This is an optimization exercise on Yosys and OpenROAD, whose aim is small area, a short achievable clock period and few clock cycles per item, not a production implementation.
Only simulation tests tie the RTL to the original design; equivalence was not proved.
Power and IR drop assume default switching activity.

## alpha
## datapath
module datapath #(
   parameter int INSTR_DEPTH = 4,    
   parameter int RES_CREDITS = 2
) (
   input  logic                CLK,
   input  logic                rst_n,
   input  logic                instr_valid,
   input  logic [31:0]         instr,
   output logic                instr_credit,
   output logic                res_valid,
   output logic [4:0]          res_wsel,
   output logic [31:0]         res_wdat,
   output logic                res_regwr,
   output logic                res_illegal,
   input  logic                res_credit
);
Settings: LEC_CHECK=0, CAP_MARGIN=20, CORE_MARGIN=2, CORE_UTILIZATION=40, SETUP_SLACK_MARGIN=3.4, SLEW_MARGIN=20, SYNTH_HIERARCHICAL=1, TNS_END_PERCENT=10; clock period 6.2 ns.
run.sh (not shown) runs the stock make flow with config.mk's settings and CLKGATE_MAP_FILE= SYNTH_SCRIPT=/design/flow/synth_recipe.tcl, a recipe that flattens the netlist after the stock synthesis.
Testbench counts of alpha, summed over its fixed seeds: cycles 16,032, items 16,000.
> inputs changed (alpha -> beta)
- a deleted TNS_END_PERCENT that had been 10
- an added CTS_CLUSTER_DIAMETER of 90
- an added CTS_CLUSTER_SIZE of 20
- an added CTS_BUF_LIST of sky130_fd_sc_hd__clkbuf_16
Notes after the runs:
Post-CTS setup-driven buffer insertion count (beta / alpha): 1.3. Max register-to-register setup slack across alpha and beta: alpha. The power per unit of standard cell area reported for beta is smaller than that of alpha by about 14%. Of alpha and beta, the higher clock-cell share of area belongs to alpha. Level count of the clock H-tree in beta is 1 below alpha. beta against alpha: fmax now sits lower; area added between synthesis and finish moved up; cell count along the critical path went up; wire length rose by about 5.5%; post-route standard cell area excluding fillers shows an increase of 1.3%. Re clock period minus final worst setup slack: beta is 0.063 ns up on alpha. alpha vs beta, source of the critical timing path: u_buf.head[24] vs u_buf.head[20].
The inputs of gamma differ from those of beta as listed below.
- removing CTS_CLUSTER_SIZE (formerly 20)
- removing CTS_BUF_LIST (formerly sky130_fd_sc_hd__clkbuf_16)
- removing CTS_CLUSTER_DIAMETER (formerly 90)
Notes after the runs:
- On gamma: number of buffers other than clock buffers in the final layout is about 9% lower than what beta gave.
- In the metrics for beta and gamma, the one carrying the higher post-route minimum period is beta.
- Per the comparison of gamma with beta, share of the final layout cell area in sequential cells decreased by 0.27 points relative to the old numbers; clock-buffer cell count climbed 104; detailed-route wire length fell by 5000 um; all-layer global routing usage went down.
- Switching component of the power in gamma is about 11% higher than in beta
- Looking only at power share of the combinational group, and setting everything else aside, the lower value of beta and gamma goes to gamma.

* * *

datapath, a different RTL version from the one above (not shown whole).
==> flow/design.v (excerpt) <==
module datapath #(
   parameter int INSTR_DEPTH = 4,    
   parameter int RES_CREDITS = 2
) (
   input  logic                CLK,
   input  logic                rst_n,
   input  logic                instr_valid,
   input  logic [31:0]         instr,
   output logic                instr_credit,
   output logic                res_valid,
   output logic [4:0]          res_wsel,
   output logic [31:0]         res_wdat,
   output logic                res_regwr,
   output logic                res_illegal,
   input  logic                res_credit
);
==> flow/config.mk <==
export PLATFORM = sky130hd
export DESIGN_NAME = datapath
export DESIGN_NICKNAME = datapath
export VERILOG_FILES = /design/flow/design.v
export SDC_FILE = /design/flow/constraint.sdc
export NUM_CORES = 4
export LEC_CHECK = 0
export CAP_MARGIN = 20
export CORE_MARGIN = 2
export CORE_UTILIZATION = 40
export SETUP_SLACK_MARGIN = 3.7
export SLEW_MARGIN = 20
export SYNTH_HIERARCHICAL = 1
==> flow/constraint.sdc <==
create_clock -name core_clock -period 6.2 [get_ports {CLK}]
set_input_delay 1.2400 -clock core_clock [delete_from_list [all_inputs] [get_ports {CLK}]]
set_output_delay 1.2400 -clock core_clock [all_outputs]
set_load 0.01 [all_outputs]
The first run went through all stages and came out clean.
Testbench counts at the start, summed over its fixed seeds: cycles 16,032, items 16,000.
Change:
Settings changed: CORE_UTILIZATION 40 to 50, CTS_BUF_LIST set to sky130_fd_sc_hd__clkbuf_16, CTS_CLUSTER_DIAMETER set to 90, CTS_CLUSTER_SIZE set to 20, SETUP_SLACK_MARGIN 3.7 to 3.5.
After rerunning: The new run produced a clean layout. Design area shrinks by a few percent. Global-route usage grows by 6.8 points. Setup slack loses 31 ps.
Change:
Settings changed: CORE_UTILIZATION 50 to 40, CTS_BUF_LIST sky130_fd_sc_hd__clkbuf_16 to unset, CTS_CLUSTER_DIAMETER 90 to unset, CTS_CLUSTER_SIZE 20 to unset.
=> The new run passed the timing, DRC and antenna checks; via count is about the same; register-to-register slack improved by 100 ps; routed wire length drops by 2.8%; setup slack gains 41 ps; count of clock-buffer cells in the layout grows by 96; clock skew is lower by 11 ps; design area is higher by about 4%.
Change:
Settings changed: CTS_BUF_LIST set to sky130_fd_sc_hd__clkbuf_16, CTS_CLUSTER_DIAMETER set to 90, CTS_CLUSTER_SIZE set to 20.
What happened: The changed run ran to the end with no violations. Cell count came out lower by a few percent. Via count came out lower slightly. Core utilization came out lower by 1.6 points. Critical path depth stays the same. Total power came out lower by roughly a tenth.

-- separate check: timing with driven ports --
In the flow no input, the clock included, has a driving cell. The finished layouts below were timed again as built, in two steps. Step 1 assumes that a clkbuf_16 drives the clock port and a buf_2 every other input. Step 2 adds t to the input delays and takes it off the output delays; t is the mean of the earliest and latest rising clock arrival at the registers after step 1. Input paths then give back, and output paths get back, about the clock's delay inside the block. Three values: ideal ports, drivers, drivers and shift; two values: the first two.
| run | t (ns) | setup WS [ns] | pins driven straight from the clock port |
|---|---|---|---|
| alpha | 0.867 | 3.218 / 3.176 / 3.218 | 1 |
| beta | 0.804 | 3.155 / 3.155 / 3.155 | 1 |
| gamma | 0.857 | 3.277 / 3.246 / 3.277 | 1 |
| the first run of note 2 | 0.877 | 3.440 / 3.353 / 3.317 | 1 |
| the second run of note 2 | 0.785 | 3.409 / 3.409 / 3.223 | 1 |
| the third run of note 2 | 0.867 | 3.450 / 3.377 / 3.282 | 1 |
| the fourth run of note 2 | 0.782 | 3.513 / 3.434 / 3.286 | 1 |
After both steps every run listed still meets setup and hold. The setup slack of the fourth run of note 2, which loses most, moves by -0.079 ns with the drivers and by -0.227 ns with both steps.
